This design comes from an exercise in tuning for small area, a short achievable clock period and few clock cycles on the open sky130 flow, not from production work.
RTL that was checked went through simulation tests only; none was proved equivalent to the original.
Power is estimated from default activity; no workload was simulated.

==> inputs of 06-01 <==
Design srt_div_top, start of the top module:
module srt_div_top (
	input logic clk,
	input logic arst_n,
	input logic psel,
	input logic penable,
	input logic pwrite,
	input logic [7:0] paddr,
	input logic [srt_pkg::APB_DATA_W-1:0] pwdata,
	output logic [srt_pkg::APB_DATA_W-1:0] prdata,
	output logic pready,
	output logic pslverr
);
Settings: LEC_CHECK=0, CAP_MARGIN=20, CORE_MARGIN=2, CORE_UTILIZATION=45, PLACE_DENSITY=0.6, SLEW_MARGIN=20; clock period 10.0 ns.
standard.sh (not shown) runs the stock make flow with config.mk's settings and CLKGATE_MAP_FILE= SYNTH_SCRIPT=/design/flow/synth_recipe.tcl, a recipe that flattens the netlist after the stock synthesis.
==> flow/flow/run.sh <==
#!/bin/bash
set -euo pipefail
MARGIN=$(cat flow/margin.txt)
bash standard.sh synth > synth.log 2>&1
bash standard.sh "SETUP_SLACK_MARGIN=$MARGIN" \
	"BUFFER_PORTS_ARGS=-buffer_cell sky130_fd_sc_hd__buf_2" finish > layout.log 2>&1
==> flow/flow/margin.txt <==
6.8
==> inputs of 10-05, as changes to 06-01 <==
--- a/flow/design.v
+++ b/flow/design.v
@@ -37,45 +37,49 @@
 	localparam logic [7:0] A_RES = 8'h0C;
 	logic [15:0] dividend;
 	logic [31:0] slot [3];		 
 	logic [2:0] sdbz;		 
 	logic [1:0] sskip [3];		 
 	logic [2:0] wr_oh;		 
 	logic [2:0] rd_oh;		 
 	logic [2:0] nx_oh;		 
-	logic [2:0] n_out;		 
-	logic [2:0] n_rdy;		 
 	logic [1:0] n_sres;		 
 	logic [1:0] n_pend;		 
-	logic wbf;			 
 	logic busy;			 
 	logic hold;			 
+	logic last;			 
 	logic [3:0] cnt;		 
 	logic [15:0] ur;		 
 	logic [15:0] uq;		 
 	logic [15:0] ud;		 
 	logic udbz;			 
 	logic pre_dbz;			 
 	logic [2:0] pre_c;		 
 	logic [1:0] pre_skip;
 	logic dvd_wr_q;			 
 	logic div_wr_q;			 
 	logic rd_res_q;			 
 	assign pready = 1'b1;
 	logic setup;
 	logic launch;
 	logic pop;
-	logic [2:0] n_rdy_vis;		 
+	logic [2:0] n_rdy;		 
+	logic rdy_nz;			 
+	logic full;			 
+	logic [2:0] n_sp;
 	logic [31:0] head;		 
 	logic head_dbz;
 	assign setup = psel & ~penable;
 	assign launch = div_wr_q;
 	assign pop = rd_res_q;
-	assign n_rdy_vis = n_rdy + {2'b0, wbf};
+	assign n_rdy = {1'b0, n_sres} + {2'b0, hold};
+	assign rdy_nz = (n_sres != 2'd0) | hold;
+	assign n_sp = {1'b0, n_sres} + {1'b0, n_pend};
+	assign full = n_sp[2] | ((n_sp == 3'd3) & (busy | hold));
 	always_comb begin
 		if (n_sres != 2'd0) begin
 			head = ({32{rd_oh[0]}} & slot[0]) | ({32{rd_oh[1]}} & slot[1]) |
 				({32{rd_oh[2]}} & slot[2]);
 			head_dbz = |(rd_oh & sdbz);
 		end else begin
 			head = {ur, uq};
 			head_dbz = udbz;
@@ -83,28 +87,28 @@
 	end
 	always_ff @(posedge clk or negedge arst_n) begin
 		if (!arst_n) begin
 			dvd_wr_q <= 1'b0;
 			div_wr_q <= 1'b0;
 			rd_res_q <= 1'b0;
 		end else begin
 			dvd_wr_q <= setup & pwrite & (paddr == A_DVD);
-			div_wr_q <= setup & pwrite & (paddr == A_DVS) & (n_out != 3'd4);
-			rd_res_q <= setup & ~pwrite & (paddr == A_RES) & (n_rdy_vis != 3'd0);
-		end
-	end
-	always_ff @(posedge clk) begin
-		pslverr <= (pwrite & (paddr == A_DVS) & (n_out == 3'd4)) |
-			(~pwrite & (paddr == A_RES) & (n_rdy_vis == 3'd0));
+			div_wr_q <= setup & pwrite & (paddr == A_DVS) & ~full;
+			rd_res_q <= setup & ~pwrite & (paddr == A_RES) & rdy_nz;
+		end
+	end
+	always_ff @(posedge clk) begin
+		pslverr <= (pwrite & (paddr == A_DVS) & full) |
+			(~pwrite & (paddr == A_RES) & ~rdy_nz);
 		case (paddr)
 			A_DVD: prdata <= {16'b0, dividend};
-			A_STS: prdata <= {24'b0, 1'b0, n_rdy_vis, 2'b0,
-				head_dbz & (n_rdy_vis != 3'd0), n_rdy_vis != 3'd0};
-			A_RES: prdata <= (n_rdy_vis != 3'd0) ? head : 32'b0;
+			A_STS: prdata <= {24'b0, 1'b0, n_rdy, 2'b0,
+				head_dbz & rdy_nz, rdy_nz};
+			A_RES: prdata <= rdy_nz ? head : 32'b0;
 			default: prdata <= 32'b0;
 		endcase
 	end
 	always_ff @(posedge clk) begin
 		if (dvd_wr_q)
 			dividend <= pwdata[15:0];
 	end
 	logic [16:0] sx;
@@ -112,17 +116,16 @@
 	logic sq;
 	logic [15:0] nr;		 
 	logic [15:0] nq;
 	assign sx = {ur, uq[15]};
 	assign sd = {1'b0, sx} - {2'b0, ud};
 	assign sq = ~sd[17];
 	assign nr = sq ? sd[15:0] : sx[15:0];
 	assign nq = {uq[14:0], sq};
-	logic last;			 
 	logic idle;			 
 	logic pend_store;		 
 	logic fin;			 
 	logic swap;			 
 	logic fin_new;			 
 	logic fin_hold;			 
 	logic move_new;			 
 	logic load_new;			 
@@ -132,17 +135,16 @@
 	logic [31:0] ops;		 
 	logic [15:0] la;		 
 	logic [15:0] lb;
 	logic l_dbz;
 	logic [1:0] l_skip;		 
 	logic [15:0] lr;		 
 	logic [15:0] lq;
 	logic [3:0] lcnt;
-	assign last = busy & (cnt == 4'd0);
 	assign idle = ~busy & ~hold;
 	assign pend_store = launch & busy & ~(last & (n_pend == 2'd0));
 	assign fin = last & ~pend_store;
 	assign swap = fin & (n_pend != 2'd0);
 	assign fin_new = fin & (n_pend == 2'd0) & launch;
 	assign fin_hold = fin & (n_pend == 2'd0) & ~launch;
 	assign move_new = hold & launch;
 	assign load_new = launch & ~pend_store;
@@ -193,51 +195,49 @@
 					lcnt = 4'd15;
 				end
 			endcase
 		end
 	end
 	always_ff @(posedge clk or negedge arst_n) begin
 		if (!arst_n) begin
 			busy <= 1'b0;
+			last <= 1'b0;
 			hold <= 1'b0;
 			cnt <= 4'd0;
 			wr_oh <= 3'b001;
 			rd_oh <= 3'b001;
 			nx_oh <= 3'b001;
-			n_out <= 3'd0;
-			n_rdy <= 3'd0;
 			n_sres <= 2'd0;
 			n_pend <= 2'd0;
-			wbf <= 1'b0;
 		end else begin
 			if (swap | load_new) begin
 				busy <= 1'b1;
 				cnt <= lcnt;
+				last <= l_dbz;
 			end else if (fin) begin
 				busy <= 1'b0;
+				last <= 1'b0;
 			end else if (busy & ~last) begin
 				cnt <= cnt - 4'd1;
+				last <= (cnt == 4'd1);
 			end
 			if (fin_hold)
 				hold <= 1'b1;
 			else if (move_new | (pop & (n_sres == 2'd0)))
 				hold <= 1'b0;
 			if (pend_store | fin_new | move_new)
 				wr_oh <= {wr_oh[1:0], wr_oh[2]};
 			if (swap | fin_new | move_new)
 				nx_oh <= {nx_oh[1:0], nx_oh[2]};
 			if (pop & (n_sres != 2'd0))
 				rd_oh <= {rd_oh[1:0], rd_oh[2]};
-			n_out <= n_out + {2'b0, launch} - {2'b0, pop};
-			n_rdy <= n_rdy + {2'b0, wbf} - {2'b0, pop};
 			n_sres <= n_sres + {1'b0, swap | fin_new | move_new} -
 				{1'b0, pop & (n_sres != 2'd0)};
 			n_pend <= n_pend + {1'b0, pend_store} - {1'b0, swap};
-			wbf <= fin;
 		end
 	end
 	always_ff @(posedge clk) begin
 		if (swap | load_new) begin
 			ur <= lr;
 			uq <= lq;
 			ud <= lb;
 			udbz <= l_dbz;
==> flow/flow/margin.txt (replaced) <==
6.9
Settings changed: CTS_BUF_LIST set to sky130_fd_sc_hd__clkbuf_8, CTS_CLUSTER_DIAMETER set to 60, CTS_CLUSTER_SIZE set to 16.
==> inputs of 10-18, as changes to 06-01 <==
==> flow/design.v (replaced) <==
`default_nettype none
package srt_pkg;
	parameter int APB_DATA_W = 32;	 
	parameter int EST_W = 5;	 
	typedef enum logic [2:0] {
		QD_ZERO = 3'b000,
		QD_POS1 = 3'b001,
		QD_POS2 = 3'b010,
		QD_NEG2 = 3'b110,
		QD_NEG1 = 3'b111
	} qdigit_e;
	typedef enum logic [7:0] {
		ADDR_DIVIDEND = 8'h00,
		ADDR_DIVISOR = 8'h04,	 
		ADDR_STATUS = 8'h08,
		ADDR_RESULT = 8'h0C	 
	} reg_addr_e;
endpackage
`default_nettype wire
`timescale 1ns/10ps
`default_nettype none
module srt_div_top (
	input logic clk,
	input logic arst_n,
	input logic psel,
	input logic penable,
	input logic pwrite,
	input logic [7:0] paddr,
	input logic [srt_pkg::APB_DATA_W-1:0] pwdata,
	output logic [srt_pkg::APB_DATA_W-1:0] prdata,
	output logic pready,
	output logic pslverr
);
	localparam logic [7:0] A_DVD = 8'h00;
	localparam logic [7:0] A_DVS = 8'h04;
	localparam logic [7:0] A_STS = 8'h08;
	localparam logic [7:0] A_RES = 8'h0C;
	logic [15:0] dividend;
	logic [31:0] slot [3];		 
	logic [2:0] sdbz;		 
	logic [1:0] sskip [3];		 
	logic [2:0] wr_oh;		 
	logic [2:0] rd_oh;		 
	logic [2:0] nx_oh;		 
	logic [1:0] n_sres;		 
	logic [1:0] n_pend;		 
	logic busy;			 
	logic hold;			 
	logic last;			 
	logic [3:0] cnt;		 
	logic [15:0] ur;		 
	logic [15:0] uq;		 
	logic [15:0] ud;		 
	logic udbz;			 
	logic pre_dbz;			 
	logic [2:0] pre_c;		 
	logic [1:0] pre_skip;
	logic dvd_wr_q;			 
	logic div_wr_q;			 
	logic rd_res_q;			 
	assign pready = 1'b1;
	logic setup;
	logic launch;
	logic pop;
	logic [2:0] n_rdy;		 
	logic rdy_nz;			 
	logic full;			 
	logic [2:0] n_sp;
	logic [31:0] head;		 
	logic head_dbz;
	assign setup = psel & ~penable;
	assign launch = div_wr_q;
	assign pop = rd_res_q;
	assign n_rdy = {1'b0, n_sres} + {2'b0, hold};
	assign rdy_nz = (n_sres != 2'd0) | hold;
	assign n_sp = {1'b0, n_sres} + {1'b0, n_pend};
	assign full = n_sp[2] | ((n_sp == 3'd3) & (busy | hold));
	always_comb begin
		if (n_sres != 2'd0) begin
			head = ({32{rd_oh[0]}} & slot[0]) | ({32{rd_oh[1]}} & slot[1]) |
				({32{rd_oh[2]}} & slot[2]);
			head_dbz = |(rd_oh & sdbz);
		end else begin
			head = {ur, uq};
			head_dbz = udbz;
		end
	end
	always_ff @(posedge clk or negedge arst_n) begin
		if (!arst_n) begin
			dvd_wr_q <= 1'b0;
			div_wr_q <= 1'b0;
			rd_res_q <= 1'b0;
		end else begin
			dvd_wr_q <= setup & pwrite & (paddr == A_DVD);
			div_wr_q <= setup & pwrite & (paddr == A_DVS) & ~full;
			rd_res_q <= setup & ~pwrite & (paddr == A_RES) & rdy_nz;
		end
	end
	always_ff @(posedge clk) begin
		pslverr <= (pwrite & (paddr == A_DVS) & full) |
			(~pwrite & (paddr == A_RES) & ~rdy_nz);
		case (paddr)
			A_DVD: prdata <= {16'b0, dividend};
			A_STS: prdata <= {24'b0, 1'b0, n_rdy, 2'b0,
				head_dbz & rdy_nz, rdy_nz};
			A_RES: prdata <= rdy_nz ? head : 32'b0;
			default: prdata <= 32'b0;
		endcase
	end
	always_ff @(posedge clk) begin
		if (dvd_wr_q)
			dividend <= pwdata[15:0];
	end
	logic [16:0] sx;
	logic [17:0] sd;
	logic sq;
	logic [15:0] nr;		 
	logic [15:0] nq;
	assign sx = {ur, uq[15]};
	logic [16:0] bg [6];		 
	logic [16:0] bp [6];		 
	logic [16:0] sdx;		 
	assign sdx = sx ^ {1'b0, ud};
	assign bg[0] = ~sx & {1'b0, ud};
	assign bp[0] = ~sdx;
	for (genvar l = 0; l < 5; l++) begin : g_lvl
		for (genvar i = 0; i < 17; i++) begin : g_bit
			if ((i >> l) & 1) begin : g_comb
				localparam int J = ((i >> l) << l) - 1;
				assign bg[l+1][i] = bg[l][i] | (bp[l][i] & bg[l][J]);
				assign bp[l+1][i] = bp[l][i] & bp[l][J];
			end else begin : g_pass
				assign bg[l+1][i] = bg[l][i];
				assign bp[l+1][i] = bp[l][i];
			end
		end
	end
	assign sd = {bg[5][16], sdx ^ {bg[5][15:0], 1'b0}};
	assign sq = ~sd[17];
	assign nr = sq ? sd[15:0] : sx[15:0];
	assign nq = {uq[14:0], sq};
	logic pend;			 
	logic pop_held;			 
	logic swap_f;			 
	logic swap_h;			 
	logic swap;
	logic load_i;			 
	logic load;
	logic fin_hold;			 
	logic [2:0] wsel;		 
	logic [31:0] bus;		 
	logic bus_dbz;
	logic [31:0] ops;		 
	logic [15:0] la;		 
	logic [15:0] lb;
	logic l_dbz;
	logic [1:0] l_skip;		 
	logic [15:0] lr;		 
	logic [15:0] lq;
	logic [3:0] lcnt;
	assign pend = (n_pend != 2'd0);
	assign pop_held = pop & (n_sres == 2'd0);
	assign swap_f = last & pend & ~launch;
	assign swap_h = hold & pend & ~launch & ~pop_held;
	assign swap = swap_f | swap_h;
	assign load_i = ~busy & ~hold & pend;
	assign load = swap | load_i;
	assign fin_hold = last & ~pend;
	assign ops = ({32{nx_oh[0]}} & slot[0]) | ({32{nx_oh[1]}} & slot[1]) |
		({32{nx_oh[2]}} & slot[2]);
	assign wsel = launch ? wr_oh : swap ? nx_oh : 3'b000;
	assign bus = launch ? {dividend, pwdata[15:0]} :
		hold ? {ur, uq} : {nr, nq};
	assign bus_dbz = launch ? pre_dbz : udbz;
	always_ff @(posedge clk) begin
		pre_dbz <= (pwdata[15:0] == 16'b0);
		pre_c <= {dividend[15:4] < pwdata[15:0], dividend[15:8] < pwdata[15:0],
			dividend[15:12] < pwdata[15:0]};
	end
	assign pre_skip = pre_c[2] ? 2'd3 : pre_c[1] ? 2'd2 : pre_c[0] ? 2'd1 : 2'd0;
	assign la = ops[31:16];
	assign lb = ops[15:0];
	assign l_dbz = |(nx_oh & sdbz);
	assign l_skip = ({2{nx_oh[0]}} & sskip[0]) | ({2{nx_oh[1]}} & sskip[1]) |
		({2{nx_oh[2]}} & sskip[2]);
	always_comb begin
		if (l_dbz) begin
			lr = {1'b0, la[15:1]};
			lq = {la[0], 15'h7fff};
			lcnt = 4'd0;
		end else begin
			case (l_skip)
				2'd3: begin
					lr = {4'b0, la[15:4]};
					lq = {la[3:0], 12'b0};
					lcnt = 4'd3;
				end
				2'd2: begin
					lr = {8'b0, la[15:8]};
					lq = {la[7:0], 8'b0};
					lcnt = 4'd7;
				end
				2'd1: begin
					lr = {12'b0, la[15:12]};
					lq = {la[11:0], 4'b0};
					lcnt = 4'd11;
				end
				default: begin
					lr = 16'b0;
					lq = la;
					lcnt = 4'd15;
				end
			endcase
		end
	end
	always_ff @(posedge clk or negedge arst_n) begin
		if (!arst_n) begin
			busy <= 1'b0;
			last <= 1'b0;
			hold <= 1'b0;
			cnt <= 4'd0;
			wr_oh <= 3'b001;
			rd_oh <= 3'b001;
			nx_oh <= 3'b001;
			n_sres <= 2'd0;
			n_pend <= 2'd0;
		end else begin
			if (load) begin
				busy <= 1'b1;
				cnt <= lcnt;
				last <= l_dbz;
			end else if (fin_hold) begin
				busy <= 1'b0;
				last <= 1'b0;
			end else if (busy & ~last) begin
				cnt <= cnt - 4'd1;
				last <= (cnt == 4'd1);
			end
			if (fin_hold)
				hold <= 1'b1;
			else if (swap_h | pop_held)
				hold <= 1'b0;
			if (launch)
				wr_oh <= {wr_oh[1:0], wr_oh[2]};
			if (load)
				nx_oh <= {nx_oh[1:0], nx_oh[2]};
			if ((pop & ~pop_held) | load_i)
				rd_oh <= {rd_oh[1:0], rd_oh[2]};
			n_sres <= n_sres + {1'b0, swap} - {1'b0, pop & ~pop_held};
			n_pend <= n_pend + {1'b0, launch} - {1'b0, load};
		end
	end
	always_ff @(posedge clk) begin
		if (load) begin
			ur <= lr;
			uq <= lq;
			ud <= lb;
			udbz <= l_dbz;
		end else if ((busy & ~last) | fin_hold) begin
			ur <= nr;
			uq <= nq;
		end
		for (int i = 0; i < 3; i++) begin
			if (wsel[i]) begin
				slot[i] <= bus;
				sdbz[i] <= bus_dbz;
			end
			if (launch & wr_oh[i])
				sskip[i] <= pre_skip;
		end
	end
endmodule
`default_nettype wire
==> flow/flow/run.sh (replaced) <==
#!/bin/bash
set -euo pipefail
MARGIN=$(cat flow/margin.txt)
bash standard.sh synth > synth.log 2>&1
bash standard.sh "SETUP_SLACK_MARGIN=$MARGIN" \
	"BUFFER_PORTS_ARGS=-buffer_cell sky130_fd_sc_hd__buf_1" finish > layout.log 2>&1
==> flow/flow/margin.txt (replaced) <==
7.4
Settings changed: CORE_UTILIZATION 45 to 35, CTS_BUF_LIST set to sky130_fd_sc_hd__clkbuf_16, CTS_CLUSTER_DIAMETER set to 80, CTS_CLUSTER_SIZE set to 30, PLACE_DENSITY 0.6 to 0.5.
==> flow_summary.yaml <==
pwr:
  irDropWorstVdd_uv: 112
  p_sw_w: 0.00111
  power.leakage_nw: 5.09
floorplan:
  core_um2: 27700
final_layout:
  inv_count: 52
  num-nonclk-buffers: 95
  multi_input_area_um2: 5810
  nFillCells: 2581
  drive_above_1_share_pct: 14.9
worst_setup_path:
  reg2reg_to: "slot[2][3]"
  r2r_slack_ns: 6.90
  cp_slowest_stage_delay_ns: 0.92
run_status:
  status: "timing/DRC/antenna clean"
logic_synthesis:
  synthTopCellsByCount: "170 x edfxtp_1, 100 x nand2_1, 100 x o21ai_0"
# the run above: 10-05

==> flow_summary.yaml <==
run_status:
  status: "timing/DRC/antenna clean"
timing:
  skew_ns: 0.0225
final_layout:
  multi_input_area_um2: 5300
  nFillCells: 2403
pwr:
  power.leakage_nw: 5.23
  irDropWorstVdd_uv: 122
floorplan:
  core_um2: 27000
worst_setup_path:
  cp_slowest_stage_delay_ns: 0.37
# the run above: 06-01

==> flow_summary.yaml <==
logic_synthesis:
  synthTopCellsByCount: "170 x edfxtp_1, 109 x nand2_1, 83 x o21ai_0"
final_layout:
  inv_count: 60
  nFillCells: 3095
pwr:
  p_sw_w: 0.00209
  power.leakage_nw: 5.57
  irDropWorstVdd_uv: 230
worst_setup_path:
  r2r_slack_ns: 7.09
run_status:
  status: "timing/DRC/antenna clean"
# the run above: 10-18

Testbench counts of 10-18, summed over its fixed seeds: cycles 24,578.
For 06-01 and 10-05, only the layout was checked, not whether the RTL still works.

[afterwards: timing with drivers on the ports]
In the flow no input, the clock included, has a driving cell. The finished layouts below were timed again as built, in two steps. Step 1 sets driving cells, clkbuf_16 on the clock port and buf_2 on the other inputs (assumed; they add their load-dependent delay and slew). Step 2 moves the port delays by t, midway between the first and last clock arrival at a register: inputs arrive t later, outputs are due t later. That takes back most of the time a late clock gives input paths. Three values: no drivers, after step 1, after step 2; two values: the first two.
run | t (ns) | setup slack, ns | worst setup path at the end | worst register clock-pin slew, ns
06-01 | 0.588 | 6.883 / 6.912 / 6.324 | input to register | 0.07 / 0.07
10-05 | 0.605 | 6.901 / 6.901 / 6.537 | input to register | 0.10 / 0.10
10-18 | 0.560 | 7.024 / 6.969 / 6.587 | input to register | 0.11 / 0.11
After both steps setup and hold are still met in every run listed. The setup slack of 06-01, which loses most, moves by +0.029 ns with the drivers and by -0.559 ns with both steps.
